This design comes from an exercise in tuning for small area, a short achievable clock period and few clock cycles on the open sky130 flow, not from production work. Only simulation tests tie the RTL to the original design; equivalence was not proved. Power and IR drop assume default switching activity.

== job 6658 ==
// wallace_mult_apb
module wallace_mult_apb (
  input  wire        clk,
  input  wire        rst_n,
  input  wire        psel,
  input  wire        penable,
  input  wire        pwrite,
  input  wire [7:0]  paddr,
  input  wire [31:0] pwdata,
  output wire [31:0] prdata,
  output wire        pready,
  output wire        pslverr
);
Size in the first run: roughly 870 cells after synthesis, about 100 flip-flops, ~79 I/O pins.
clock: 5.0 ns
lec_check: 0
abc_area: 1
cap_margin: 20
core_margin: 2
core_utilization: 55
cts_buf_list: sky130_fd_sc_hd__clkbuf_8
setup_slack_margin: 2.3
slew_margin: 20
standard.sh (not shown) runs the stock make flow with config.mk's settings and CLKGATE_MAP_FILE= SYNTH_SCRIPT=/design/flow/synth_recipe.tcl, a recipe that flattens the netlist after the stock synthesis.
==> flow/flow/run.sh <==
#!/bin/bash
# The standard layout, with two changes:
#  - plain buffers (buf_2) instead of the default delay cells as the buffers
#    on the input and output ports;
#  - clock tree synthesis without dummy loads on the clock tree's leaves.
set -e
export BUFFER_PORTS_ARGS="-buffer_cell sky130_fd_sc_hd__buf_2"
export CTS_ARGS="-sink_clustering_enable -repair_clock_nets -buf_list sky130_fd_sc_hd__clkbuf_8 -dont_use_dummy_load"
bash standard.sh > standard.log 2>&1
Job 6658 reached the end of the flow, and the finished layout is clean on the timing, design-rule and antenna checks.
Testbench counts of job 6658, summed over its fixed seeds: cycles 21,608.
diff inputs: job 6658 => job 9484
# job 6658
export LEC_CHECK = 0
export ABC_AREA = 1
export CAP_MARGIN = 20
export CORE_MARGIN = 2
export CORE_UTILIZATION = 55
export CTS_BUF_LIST = sky130_fd_sc_hd__clkbuf_8
export SETUP_SLACK_MARGIN = 2.3
export SLEW_MARGIN = 20
create_clock -name core_clock -period 5.0 [get_ports {clk}]
# job 9484
export LEC_CHECK = 0
export ABC_AREA = 1
export CAP_MARGIN = 20
export CORE_MARGIN = 2
export CORE_UTILIZATION = 50
export CTS_BUF_LIST = sky130_fd_sc_hd__clkbuf_8
export SETUP_SLACK_MARGIN = 2.2
export SLEW_MARGIN = 20
create_clock -name core_clock -period 5.0 [get_ports {clk}]
--- outcome ---
Critical path depth up 1 in job 9484 wrt job 6658
Job 9484: total routed wirelength is 3.5% higher than what job 6658 reported.
Global-route wire length before repair delta (job 9484 − job 6658): unfavourable
Final critical delay including setup and external delays delta (job 9484 − job 6658): unfavourable
Looking at job 6658 and job 9484, the total area of sequential cells is a wash.
The start point of the critical path comes out dig3[1] in one run and dig1[1] in the other, namely in job 6658 and job 9484 respectively.
Run comparison: job 9484 endpoint of the worst setup timing path prod[31]; job 6658 endpoint of the worst setup timing path prod[27]
Job 9484 against job 6658: number of placement rows moved up, total via count after detailed routing moved up, final standard cell utilization of the core moved down.
### job 9484 -> job 8284
# job 9484
export LEC_CHECK = 0
export ABC_AREA = 1
export CAP_MARGIN = 20
export CORE_MARGIN = 2
export CORE_UTILIZATION = 50
export CTS_BUF_LIST = sky130_fd_sc_hd__clkbuf_8
export SETUP_SLACK_MARGIN = 2.2
export SLEW_MARGIN = 20
create_clock -name core_clock -period 5.0 [get_ports {clk}]
# job 8284
export LEC_CHECK = 0
export ABC_AREA = 1
export CAP_MARGIN = 20
export CORE_MARGIN = 2
export CORE_UTILIZATION = 55
export CTS_BUF_LIST = sky130_fd_sc_hd__clkbuf_8
export SETUP_SLACK_MARGIN = 2.0
export SLEW_MARGIN = 20
create_clock -name core_clock -period 5.0 [get_ports {clk}]
==> flow/flow/run.sh <==
#!/bin/bash
# The standard layout, with two changes:
#  - plain buffers (buf_1) instead of the default delay cells as the buffers
#    on the input and output ports;
#  - clock tree synthesis without dummy loads on the clock tree's leaves.
set -e
export BUFFER_PORTS_ARGS="-buffer_cell sky130_fd_sc_hd__buf_1"
export CTS_ARGS="-sink_clustering_enable -repair_clock_nets -buf_list sky130_fd_sc_hd__clkbuf_8 -dont_use_dummy_load"
bash standard.sh > standard.log 2>&1
### Flow results
Job 8284 was carried through to the last stage, and its layout satisfied the timing, design-rule and antenna checks. Job 8284: worst-path maximum fanout is 8 higher than what job 9484 reported. | wire length of the first global-routing pass | job 8284 vs job 9484 | better |. Job 8284 — via count about 1.3% lower, job 9484 as reference. Sequential cell area share was higher in job 8284 than in job 9484. Summary: minimum clock period after layout, job 8284 worse than job 9484. Changes observed in job 8284 relative to job 9484: fmax went down by 4.3%, final wirelength went down by 5.1%, final cell count went down by 32, clock share of power went down by 0.2 points. Between job 8284 and job 9484, it is job 8284 whose combinational fraction of design power is lower, by 0.4 points.
[inputs] job 5298 vs job 8284
# job 8284
export LEC_CHECK = 0
export ABC_AREA = 1
export CAP_MARGIN = 20
export CORE_MARGIN = 2
export CORE_UTILIZATION = 55
export CTS_BUF_LIST = sky130_fd_sc_hd__clkbuf_8
export SETUP_SLACK_MARGIN = 2.0
export SLEW_MARGIN = 20
create_clock -name core_clock -period 5.0 [get_ports {clk}]
# job 5298
export LEC_CHECK = 0
export ABC_AREA = 1
export CAP_MARGIN = 20
export CORE_MARGIN = 2
export CORE_UTILIZATION = 45
export CTS_BUF_LIST = sky130_fd_sc_hd__clkbuf_8
export SETUP_SLACK_MARGIN = 2.0
export SLEW_MARGIN = 20
create_clock -name core_clock -period 5.0 [get_ports {clk}]
==> flow/flow/run.sh <==
#!/bin/bash
# The standard layout, with two changes:
#  - plain buffers (buf_2) instead of the default delay cells as the buffers
#    on the input and output ports;
#  - clock tree synthesis without dummy loads on the clock tree's leaves.
set -e
export BUFFER_PORTS_ARGS="-buffer_cell sky130_fd_sc_hd__buf_2"
export CTS_ARGS="-sink_clustering_enable -repair_clock_nets -buf_list sky130_fd_sc_hd__clkbuf_8 -dont_use_dummy_load"
bash standard.sh > standard.log 2>&1
## What came out
Comparing job 5298 with job 8284, the wire length of the first global-routing pass came out essentially unchanged.
From job 5298 to job 8284, fraction of registers with async set/reset did not move at all.
Portion of the clock cycle consumed by the worst path in the final layout: job 5298 lower than job 8284
What job 5298 reported for core footprint has to be multiplied by 0.820 to get the figure for job 8284.
Job 5298 completed end to end with timing, DRC and antenna clean.
Edits applied to the flow inputs when going from job 5298 to job 8733:
# job 5298
export LEC_CHECK = 0
export ABC_AREA = 1
export CAP_MARGIN = 20
export CORE_MARGIN = 2
export CORE_UTILIZATION = 45
export CTS_BUF_LIST = sky130_fd_sc_hd__clkbuf_8
export SETUP_SLACK_MARGIN = 2.0
export SLEW_MARGIN = 20
create_clock -name core_clock -period 5.0 [get_ports {clk}]
# job 8733
export LEC_CHECK = 0
export ABC_AREA = 1
export CAP_MARGIN = 20
export CORE_MARGIN = 2
export CORE_UTILIZATION = 45
export CTS_BUF_LIST = sky130_fd_sc_hd__clkbuf_8
export SETUP_SLACK_MARGIN = 2.1
export SLEW_MARGIN = 20
create_clock -name core_clock -period 5.0 [get_ports {clk}]
==> flow/flow/run.sh <==
#!/bin/bash
# The standard layout, with plain buffers (buf_2) instead of the default
# delay cells as the buffers on the input and output ports.
set -e
export BUFFER_PORTS_ARGS="-buffer_cell sky130_fd_sc_hd__buf_2"
bash standard.sh > standard.log 2>&1
Findings:
- Job 8733 has highest cell delay on the worst timing path below what job 5298 had.
- Compared to job 5298, job 8733 has number of nets in the layout 5 higher.
- On peak supply drop, job 8733 does better than job 5298.
- Any difference in count of flip-flops with a built-in enable after synthesis between job 5298 and job 8733 is small enough to ignore.
- Diff job 5298 and job 8733: routed wire length higher in job 8733
- Setup slack in job 8733 is larger than in job 5298.
- Job 8733 went all the way through synthesis, placement and routing and the layout is clean on timing, DRC and antenna.
- Job 5298 consumes less power than job 8733.
- Fraction of area in clock buffers and inverters, job 5298 and job 8733: larger value in job 8733
- Compared with job 5298, job 8733 ends up with more cell area.
Changes in job 1309 relative to job 8733:
# job 8733
export LEC_CHECK = 0
export ABC_AREA = 1
export CAP_MARGIN = 20
export CORE_MARGIN = 2
export CORE_UTILIZATION = 45
export CTS_BUF_LIST = sky130_fd_sc_hd__clkbuf_8
export SETUP_SLACK_MARGIN = 2.1
export SLEW_MARGIN = 20
create_clock -name core_clock -period 5.0 [get_ports {clk}]
# job 1309
export LEC_CHECK = 0
export ABC_AREA = 1
export CAP_MARGIN = 20
export CORE_MARGIN = 2
export CORE_UTILIZATION = 55
export CTS_BUF_LIST = sky130_fd_sc_hd__clkbuf_8
export SETUP_SLACK_MARGIN = 2.0
export SLEW_MARGIN = 20
create_clock -name core_clock -period 5.0 [get_ports {clk}]
==> flow/flow/run.sh <==
#!/bin/bash
# The standard layout, with two changes:
#  - plain buffers (buf_2) instead of the default delay cells as the buffers
#    on the input and output ports;
#  - clock tree synthesis without dummy loads on the clock tree's leaves.
set -e
export BUFFER_PORTS_ARGS="-buffer_cell sky130_fd_sc_hd__buf_2"
export CTS_ARGS="-sink_clustering_enable -repair_clock_nets -buf_list sky130_fd_sc_hd__clkbuf_8 -dont_use_dummy_load"
bash standard.sh > standard.log 2>&1
Findings:
- Job 1309 vs job 8733, routability congestion estimate from global placement went up by 3.5%.
- Delta (job 1309 minus job 8733): non-clock buffer count down 4.2%, switching component of the power dropped about 18%, setup slack after placement climbed 0.046 ns, final total power went down.
- Clock network contribution to total cell area: job 1309 < job 8733
- Changes observed in job 1309 relative to job 8733: cell area went down by about 2.2%; setup slack went down 0.047 ns; half-perimeter wire length after placement closely matched the old numbers.


fjord:
wallace_mult_apb again, from the RTL that the note above started with.
Settings: LEC_CHECK=0, ABC_AREA=1, CAP_MARGIN=20, CORE_MARGIN=2, CORE_UTILIZATION=55, CTS_BUF_LIST=sky130_fd_sc_hd__clkbuf_8, SETUP_SLACK_MARGIN=2.2, SLEW_MARGIN=20; clock period 5.0 ns.
==> flow/flow/run.sh <==
#!/bin/bash
# The standard layout, with plain buffers (buf_2) instead of the default
# delay cells as the buffers on the input and output ports.
set -e
export BUFFER_PORTS_ARGS="-buffer_cell sky130_fd_sc_hd__buf_2"
bash standard.sh > standard.log 2>&1
fjord ended with every stage complete and zero timing, DRC or antenna violations.
Testbench counts of fjord, summed over its fixed seeds: cycles 21,608.
### fjord -> cedar
- a deleted CTS_BUF_LIST that had been sky130_fd_sc_hd__clkbuf_8
- a change of SETUP_SLACK_MARGIN from 2.2 to 2.0
Fmax in cedar vs fjord: down 1.5%
Delta (cedar minus fjord): total of plain and repair buffers excluding clock buffers has decreased; final routed wirelength across all metal layers decreased by about 0.5% relative to the old numbers; wire length on met3 rose 4.4%.
Compared cedar vs fjord, and met2 track utilization from global routing is up in cedar.
Any difference in met3 global-route usage between cedar and fjord is small enough to ignore.
Sequential fraction of total cell area in cedar is 0.21 points lower than in fjord
diff inputs: cedar => maple
- CTS_BUF_LIST newly set to sky130_fd_sc_hd__clkbuf_8
Findings:
When the final numbers for maple and cedar were put side by side, the number of filler cells placed in the layout turned out to be greater in maple. Compared with cedar, in maple met1 routed wirelength after detailed routing lost about 0.33%, part of the power in combinational logic picked up an extra 0.9 points, final critical delay including setup and external delays lost 0.011 ns.
What harbor does differently from maple at the input level:
- swapping 55 for 65 in CORE_UTILIZATION
- swapping 2.0 for 2.1 in SETUP_SLACK_MARGIN
==> summary.txt <==
- Number of placement rows in harbor is 7.5% lower than in maple
- The share of total power in combinational logic was comparable across maple and harbor.
- Looking at global-route usage across maple and harbor, the one that comes out higher is harbor.
- Sort maple and harbor by post-route fraction of the period consumed by the critical path, descending, and harbor comes first.
- Taking maple as the reference, in harbor overall power after layout increased 0.010 mW; multi-input gate share of total cell area increased 0.18 points; tapcell count decreased 11.
#### Input delta (lagoon over harbor)
- swapping 2.1 for 2.2 in SETUP_SLACK_MARGIN
- swapping 65 for 55 in CORE_UTILIZATION
==> flow/flow/run.sh <==
#!/bin/bash
# The standard layout, with two changes:
#  - plain buffers (buf_2) instead of the default delay cells as the buffers
#    on the input and output ports;
#  - clock tree synthesis without dummy loads on the clock tree's leaves.
set -e
export BUFFER_PORTS_ARGS="-buffer_cell sky130_fd_sc_hd__buf_2"
export CTS_ARGS="-sink_clustering_enable -repair_clock_nets -buf_list sky130_fd_sc_hd__clkbuf_8 -dont_use_dummy_load"
bash standard.sh > standard.log 2>&1
Findings:
- Per the comparison of lagoon with harbor, wire length of the first global-routing pass picked up an extra 1.1%; path depth of the worst reg2reg path flat.
- Final cell area: lagoon above harbor


run 1:
Starting RTL as in the previous note.
clock: 5.0 ns
lec_check: 0
abc_area: 1
cap_margin: 20
core_margin: 2
core_utilization: 55
cts_buf_list: sky130_fd_sc_hd__clkbuf_8
setup_slack_margin: 2.4
slew_margin: 20
==> flow/flow/run.sh <==
#!/bin/bash
# The standard layout, with two changes:
#  - plain buffers (buf_2) instead of the default delay cells as the buffers
#    on the input and output ports;
#  - clock tree synthesis without dummy loads on the clock tree's leaves.
set -e
export BUFFER_PORTS_ARGS="-buffer_cell sky130_fd_sc_hd__buf_2"
export CTS_ARGS="-sink_clustering_enable -repair_clock_nets -buf_list sky130_fd_sc_hd__clkbuf_8 -dont_use_dummy_load"
bash standard.sh > standard.log 2>&1
Testbench counts of run 1, summed over its fixed seeds: cycles 21,608.
Input-level comparison between run 2 and run 1:
Settings: changing SETUP_SLACK_MARGIN from 2.4 to 2.2; setting PLACE_DENSITY to 0.75 for the first time.
==> summary.txt <==
- Per the final summary, run 2 finished and its layout is clean on timing, DRC and antenna.
- [compare] base=run 1 new=run 2: relative area of clock buffers and inverters in the final design essentially unchanged, global-route usage fell by 1.2 points, delay contributed by the slowest stage of the critical path roughly the same, per-cell routed wire length went down about 6.4%, via count shrank by 248.
- Capturing element of the worst setup path = prod[30]: run 2; capturing element of the worst setup path = prod[23]: run 1
- Run 1 leaves more setup margin than run 2.
> inputs changed (run 2 -> run 3)
Settings: CORE_UTILIZATION now 60, was 55; PLACE_DENSITY no longer set, was 0.75.
==> comparison <==
Largest fanout of any net on the critical path up 2 in run 3 wrt run 2
Comparing run 2 with run 3, the final area came out essentially unchanged.
Run 3 vs. run 2: detailed-route wire length on metal 1 -310 µm, share of cell area taken by flip-flops and latches ~0 delta.
The higher post-layout minimum cycle time of run 2 and run 3 is in run 3.
For the total power, run 3 came in about 0.5% higher than run 2 did.
Met2 track utilization from global routing: run 3 vs run 2 up 9.1 points
Higher total track usage among run 2 and run 3: run 3
Between run 3 and run 2, it is run 3 whose average via count per standard cell is higher, by 4.7%.


Another version of the RTL of wallace_mult_apb (not shown whole).
Size in the first run: about 820 cells after synthesis, about 100 flip-flops, about 79 I/O pins, about 6600 µm² of cells after synthesis.
Settings: LEC_CHECK=0, ABC_AREA=1, CAP_MARGIN=20, CORE_MARGIN=2, CORE_UTILIZATION=55, SETUP_SLACK_MARGIN=1.8, SLEW_MARGIN=20; clock period 5.0 ns.
==> flow/flow/run.sh <==
#!/bin/bash
# The standard layout, with plain buffers (buf_2) instead of the default
# delay cells as the buffers on the input and output ports.
set -e
export BUFFER_PORTS_ARGS="-buffer_cell sky130_fd_sc_hd__buf_2"
bash standard.sh > standard.log 2>&1
Testbench counts at the start, summed over its fixed seeds: cycles 21,608.
==> next run, changes <==
--- a/flow/config.mk
+++ b/flow/config.mk
@@ -9,0 +10,2 @@
+export CELL_PAD_IN_SITES_DETAIL_PLACEMENT = 1
+export CELL_PAD_IN_SITES_GLOBAL_PLACEMENT = 2
@@ -12 +14 @@
-export SETUP_SLACK_MARGIN = 1.8
+export SETUP_SLACK_MARGIN = 1.5
The changed run ended with an error in global placement without I/O (3_1_place_gp_skip_io).
Area after synthesis does not change.
Synthesized cell count does not change.
==> next run, changes <==
--- a/flow/config.mk
+++ b/flow/config.mk
@@ -8 +7,0 @@
-export ABC_AREA = 1
@@ -13,2 +12,2 @@
-export CORE_UTILIZATION = 55
-export SETUP_SLACK_MARGIN = 1.5
+export CORE_UTILIZATION = 45
+export SETUP_SLACK_MARGIN = 1.0
This time the run completed without violations.
Synthesized area came out lower by roughly a tenth.
Synthesized cell count came out lower by a quarter to a third.

[afterwards: timing with drivers on the ports]
The flow's constraints put no driver on any port. The routed layouts listed below were extracted and timed again, unchanged, in two steps. Step 1 assumes that a clkbuf_16 drives the clock port and a buf_2 every other input. Step 2 times the ports against the registers' clock, not the clock port: input delays grow and output delays shrink by t, the midpoint of the rising clock arrivals with the driver on. Three values: ideal ports, drivers, drivers and shift; two values: the first two.
| run | shift t [ns] | slack for setup (ns) | hold WS [ns] | worst slew at a driven data input, ns |
|---|---|---|---|---|
| job 6658 | 0.407 | 2.374 / 2.374 / 2.025 | 0.466 / 0.466 / 0.466 | 0.03 |
| job 9484 | 0.415 | 2.303 / 2.303 / 1.925 | 0.458 / 0.458 / 0.458 | 0.03 |
| job 8284 | 0.395 | 2.181 / 2.181 / 1.901 | 0.445 / 0.445 / 0.445 | 0.03 |
| job 5298 | 0.408 | 2.206 / 2.206 / 2.025 | 0.457 / 0.457 / 0.457 | 0.03 |
| job 8733 | 0.422 | 2.282 / 2.282 / 2.041 | 0.467 / 0.467 / 0.467 | 0.03 |
| job 1309 | 0.404 | 2.234 / 2.234 / 1.973 | 0.466 / 0.466 / 0.466 | 0.03 |
| fjord | 0.423 | 2.277 / 2.277 / 1.993 | 0.467 / 0.467 / 0.467 | 0.03 |
| cedar | 0.390 | 2.235 / 2.235 / 1.995 | 0.460 / 0.460 / 0.460 | 0.03 |
| maple | 0.422 | 2.246 / 2.246 / 1.987 | 0.465 / 0.465 / 0.465 | 0.03 |
| harbor | 0.409 | 2.181 / 2.181 / 2.066 | 0.473 / 0.473 / 0.473 | 0.03 |
| lagoon | 0.406 | 2.331 / 2.331 / 1.974 | 0.465 / 0.465 / 0.465 | 0.03 |
| run 1 | 0.406 | 2.407 / 2.407 / 2.148 | 0.460 / 0.460 / 0.460 | 0.03 |
| run 2 | 0.403 | 2.330 / 2.330 / 2.058 | 0.454 / 0.454 / 0.454 | 0.03 |
| run 3 | 0.392 | 2.240 / 2.240 / 2.014 | 0.463 / 0.463 / 0.463 | 0.03 |
| the first run of note 4 | 0.389 | 1.919 / 1.919 / 1.919 | 0.476 / 0.476 / 0.476 | 0.03 |
| the third run of note 4 | 0.396 | 1.343 / 1.343 / 1.343 | 0.463 / 0.463 / 0.463 | 0.04 |
After both steps setup and hold are still met in every run listed. The setup slack of job 9484, which loses most, moves by 0.000 ns with the drivers and by -0.378 ns with both steps.
